Background: an optimization exercise with open tools, aiming at small area, a short achievable clock period and few clock cycles per item. Do not read the settings as production practice.

Design matmul_engine, start of the top module:
module matmul_engine (
  input  logic                clk,
  input  logic                rst,
  input  logic                start,
  output logic                start_ready,
  input  logic [4:0]          k_len,
  input  logic                in_valid,
  output logic                in_ready,
  input  logic [3:0][7:0]     in_a,
  input  logic [3:0][7:0]     in_b,
  output logic                out_valid,
  input  logic                out_ready,
  output logic [3:0][15:0]    out_row,
  output logic [1:0]          out_ridx,
  output logic                busy,
  output logic                done
);
==> module matmul_engine, before the edit <==
module matmul_engine (
  input  logic                clk,
  input  logic                rst,
  input  logic                start,
  output logic                start_ready,
  input  logic [4:0]          k_len,
  input  logic                in_valid,
  output logic                in_ready,
  input  logic [3:0][7:0]     in_a,
  input  logic [3:0][7:0]     in_b,
  output logic                out_valid,
  input  logic                out_ready,
  output logic [3:0][15:0]    out_row,
  output logic [1:0]          out_ridx,
  output logic                busy,
  output logic                done
);
  localparam int N = sysarray_pkg::N;
  logic       fv, fv_n;        
  logic [4:0] rem, rem_n;      
  logic       fst, fst_n;      
  logic       zj, zj_n;        
  logic       qv, qv_n;
  logic [4:0] qk, qk_n;
  logic       r_first, r_last;
  logic       p_last;
  logic       acc_full, acc_full_n;
  logic       ob_valid, ob_valid_n;
  logic [1:0] ob_row, ob_row_n;
  logic [2:0] njobs, njobs_n;  
  logic       in_ready_r, start_ready_r, busy_r, done_r;
  logic beat, take, st_hs, out_hs, last_take, copy, copy_sel, ob_en, feed_done;
  function automatic logic safe_f(input logic rl, input logic pl,
                                  input logic af, input logic obv);
    logic [1:0] pending;
    pending = 2'(rl) + 2'(pl) + 2'(af);
    safe_f = (pending == 2'd0) || (pending == 2'd1 && !obv);
  endfunction
  assign beat      = in_valid && in_ready_r;
  assign take      = beat || (fv && zj && (!fst || safe_f(r_last, p_last, acc_full, ob_valid)));
  assign feed_done = take && (rem == 5'd1);
  assign st_hs     = start && start_ready_r;
  assign out_hs    = ob_valid && out_ready;
  assign last_take = out_hs && (ob_row == 2'd3);
  assign copy_sel  = (p_last || acc_full) && (!ob_valid || ob_row == 2'd3);
  assign copy      = (p_last || acc_full) && (!ob_valid || last_take);
  assign ob_en     = copy || out_hs;
  assign start_ready = start_ready_r;
  assign in_ready    = in_ready_r;
  assign out_valid   = ob_valid;
  assign out_ridx    = ob_row;
  assign busy        = busy_r;
  assign done        = done_r;
  always_comb begin
    fv_n = fv; rem_n = rem; fst_n = fst; zj_n = zj;
    qv_n = qv; qk_n = qk;
    if (!fv || feed_done) begin
      if (qv) begin
        fv_n = 1'b1; rem_n = (qk == '0) ? 5'd1 : qk; zj_n = (qk == '0); fst_n = 1'b1;
        qv_n = 1'b0;
      end else if (st_hs) begin
        fv_n = 1'b1; rem_n = (k_len == '0) ? 5'd1 : k_len; zj_n = (k_len == '0); fst_n = 1'b1;
      end else begin
        fv_n = 1'b0;
      end
    end else begin
      if (take) begin
        rem_n = rem - 5'd1;
        fst_n = 1'b0;
      end
      if (st_hs) begin
        qv_n = 1'b1;
        qk_n = k_len;
      end
    end
    acc_full_n = acc_full;
    if (p_last && !copy) acc_full_n = 1'b1;
    else if (copy) acc_full_n = 1'b0;
    ob_valid_n = ob_valid; ob_row_n = ob_row;
    if (copy) begin
      ob_valid_n = 1'b1;
      ob_row_n   = '0;
    end else if (out_hs) begin
      ob_row_n = ob_row + 2'd1;
      if (ob_row == 2'd3) ob_valid_n = 1'b0;
    end
    njobs_n = njobs + 3'(st_hs) - 3'(last_take);
  end
  always_ff @(posedge clk or posedge rst) begin
    if (rst) begin
      fv <= 1'b0; rem <= '0; fst <= 1'b0; zj <= 1'b0;
      qv <= 1'b0; qk <= '0;
      r_first <= 1'b0; r_last <= 1'b0;
      p_last <= 1'b0;
      acc_full <= 1'b0;
      ob_valid <= 1'b0; ob_row <= '0;
      njobs <= '0;
      in_ready_r <= 1'b0; start_ready_r <= 1'b1; busy_r <= 1'b0; done_r <= 1'b0;
    end else begin
      fv <= fv_n; rem <= rem_n; fst <= fst_n; zj <= zj_n;
      qv <= qv_n; qk <= qk_n;
      r_first <= take && fst;
      r_last  <= feed_done;
      p_last  <= r_last;
      acc_full <= acc_full_n;
      ob_valid <= ob_valid_n; ob_row <= ob_row_n;
      njobs <= njobs_n;
      in_ready_r    <= fv_n && !zj_n &&
                       (!fst_n || safe_f(feed_done, r_last, acc_full_n, ob_valid_n));
      start_ready_r <= !qv_n;
      busy_r        <= (njobs_n != 3'd0);
      done_r        <= last_take;
    end
  end
  logic [3:0][7:0] ra;
  logic [3:0][3:0] rb_one, rb_two, rb_neg;
  always_ff @(posedge clk) begin
    for (int i = 0; i < N; i++) begin
      ra[i] <= beat ? in_a[i] : 8'd0;
      for (int k = 0; k < 4; k++) begin
        logic b2, b1, b0;
        b2 = in_b[i][2*k+1];
        b1 = in_b[i][2*k];
        b0 = (k == 0) ? 1'b0 : in_b[i][2*k-1];
        rb_one[i][k] <= b1 ^ b0;
        rb_two[i][k] <= (b2 & !b1 & !b0) | (!b2 & b1 & b0);
        rb_neg[i][k] <= b2;
      end
    end
  end
  logic [15:0] acc_next [N][N];
  genvar gi, gj;
  for (gi = 0; gi < N; gi++) begin : g_row
    for (gj = 0; gj < N; gj++) begin : g_col
      pe u_pe (
        .clk     (clk),
        .clr     (r_first),
        .a_in    (ra[gi]),
        .one     (rb_one[gj]),
        .two     (rb_two[gj]),
        .neg     (rb_neg[gj]),
        .acc_next(acc_next[gi][gj])
      );
    end
  end
  logic [3:0][15:0] ob [N];
  always_ff @(posedge clk) begin
    if (ob_en) begin
      if (copy_sel) begin
        for (int i = 0; i < N; i++)
          for (int j = 0; j < N; j++)
            ob[i][j] <= acc_next[i][j];
      end else begin
        for (int i = 0; i < N - 1; i++)
          ob[i] <= ob[i+1];
      end
    end
  end
  assign out_row = ob[0];
endmodule
clock: 8.0 ns
lec_check: 0
cap_margin: 20
core_margin: 2
core_utilization: 65
cts_cluster_diameter: 100
cts_cluster_size: 25
setup_slack_margin: 5
slew_margin: 20
run.sh (not shown) runs the stock make flow with config.mk's settings and CLKGATE_MAP_FILE= SYNTH_SCRIPT=/design/flow/synth_recipe.tcl, a recipe that flattens the netlist after the stock synthesis.
Next try:
--- a/flow/design.v
+++ b/flow/design.v
@@ -166,17 +166,13 @@
   logic       ob_valid, ob_valid_n;
   logic [1:0] ob_row, ob_row_n;
   logic [2:0] njobs, njobs_n;  
   logic       in_ready_r, start_ready_r, busy_r, done_r;
+  logic hold_r, hold_n;
   logic beat, take, st_hs, out_hs, last_take, copy, copy_sel, ob_en, feed_done;
-  function automatic logic safe_f(input logic rl, input logic pl,
-                                  input logic af, input logic obv);
-    logic [1:0] pending;
-    pending = 2'(rl) + 2'(pl) + 2'(af);
-    safe_f = (pending == 2'd0) || (pending == 2'd1 && !obv);
-  endfunction
+  logic rf_n, rl_n, pl_n;
   assign beat      = in_valid && in_ready_r;
-  assign take      = beat || (fv && zj && (!fst || safe_f(r_last, p_last, acc_full, ob_valid)));
+  assign take      = beat || (fv && zj && !hold_r);
   assign feed_done = take && (rem == 5'd1);
   assign st_hs     = start && start_ready_r;
   assign out_hs    = ob_valid && out_ready;
   assign last_take = out_hs && (ob_row == 2'd3);
@@ -222,39 +218,43 @@
       ob_row_n = ob_row + 2'd1;
       if (ob_row == 2'd3) ob_valid_n = 1'b0;
     end
     njobs_n = njobs + 3'(st_hs) - 3'(last_take);
+    rf_n = hold_r ? r_first : (take && fst);
+    rl_n = hold_r ? r_last  : feed_done;
+    pl_n = !hold_r && r_last;
+    hold_n = rf_n && (pl_n || acc_full_n) && ob_valid_n;
   end
   always_ff @(posedge clk or posedge rst) begin
     if (rst) begin
       fv <= 1'b0; rem <= '0; fst <= 1'b0; zj <= 1'b0;
       qv <= 1'b0; qk <= '0;
-      r_first <= 1'b0; r_last <= 1'b0;
+      r_first <= 1'b0; r_last <= 1'b0; hold_r <= 1'b0;
       p_last <= 1'b0;
       acc_full <= 1'b0;
       ob_valid <= 1'b0; ob_row <= '0;
       njobs <= '0;
       in_ready_r <= 1'b0; start_ready_r <= 1'b1; busy_r <= 1'b0; done_r <= 1'b0;
     end else begin
       fv <= fv_n; rem <= rem_n; fst <= fst_n; zj <= zj_n;
       qv <= qv_n; qk <= qk_n;
-      r_first <= take && fst;
-      r_last  <= feed_done;
-      p_last  <= r_last;
+      r_first <= rf_n;
+      r_last  <= rl_n;
+      hold_r  <= hold_n;
+      p_last  <= pl_n;
       acc_full <= acc_full_n;
       ob_valid <= ob_valid_n; ob_row <= ob_row_n;
       njobs <= njobs_n;
-      in_ready_r    <= fv_n && !zj_n &&
-                       (!fst_n || safe_f(feed_done, r_last, acc_full_n, ob_valid_n));
+      in_ready_r    <= fv_n && !zj_n && !hold_n;
       start_ready_r <= !qv_n;
       busy_r        <= (njobs_n != 3'd0);
       done_r        <= last_take;
     end
   end
   logic [3:0][7:0] ra;
   logic [3:0][3:0] rb_one, rb_two, rb_neg;
   always_ff @(posedge clk) begin
-    for (int i = 0; i < N; i++) begin
+    if (!hold_r) for (int i = 0; i < N; i++) begin
       ra[i] <= beat ? in_a[i] : 8'd0;
       for (int k = 0; k < 4; k++) begin
         logic b2, b1, b0;
         b2 = in_b[i][2*k+1];
@@ -271,10 +271,10 @@
   for (gi = 0; gi < N; gi++) begin : g_row
     for (gj = 0; gj < N; gj++) begin : g_col
       pe u_pe (
         .clk     (clk),
-        .clr     (r_first),
-        .a_in    (ra[gi]),
+        .clr     (r_first && !hold_r),
+        .a_in    (hold_r ? 8'd0 : ra[gi]),
         .one     (rb_one[gj]),
         .two     (rb_two[gj]),
         .neg     (rb_neg[gj]),
         .acc_next(acc_next[gi][gj])
What happened: Clock skew climbs by 0.0048 ns. Via count is higher by 8.0%. Core utilization rose by 1.6 points. Wire length came out higher by 18%. Synthesized cell count rises by 6.3%. Clock-buffer cell count came out higher by 1. Cell count goes up by 7.1%. Worst setup slack degrades by 0.13 ns. Global-route usage went up by 3.0 points. Cell area grows by 6.1%. Worst hold slack gains 0.0064 ns. Flip-flop and latch count rose by 1.
No run of this note included a check of the RTL's function; only the layout flow was run.

==> re-timing with driven ports <==
The flow's constraints put no driver on any port. The routed layouts listed below were extracted and timed again, unchanged, in two steps.
Step 1 assumes that a clkbuf_16 drives the clock port and a buf_2 every other input.
Step 2 adds t to the input delays and takes it off the output delays; t is the mean of the earliest and latest rising clock arrival at the registers after step 1. Input paths then give back, and output paths get back, about the clock's delay inside the block.
Three values: no drivers, after step 1, after step 2; two values: the first two.
run | t (ns) | setup slack, ns | worst hold slack (ns)
the first run | 0.726 | 5.003 / 4.955 / 4.399 | 0.468 / 0.468 / 0.468
the second run | 0.716 | 4.877 / 4.877 / 4.431 | 0.474 / 0.474 / 0.474
After both steps every run listed still meets setup and hold. For the first run, which loses most, drivers alone change the setup slack by -0.048 ns; drivers and shift together by -0.604 ns.
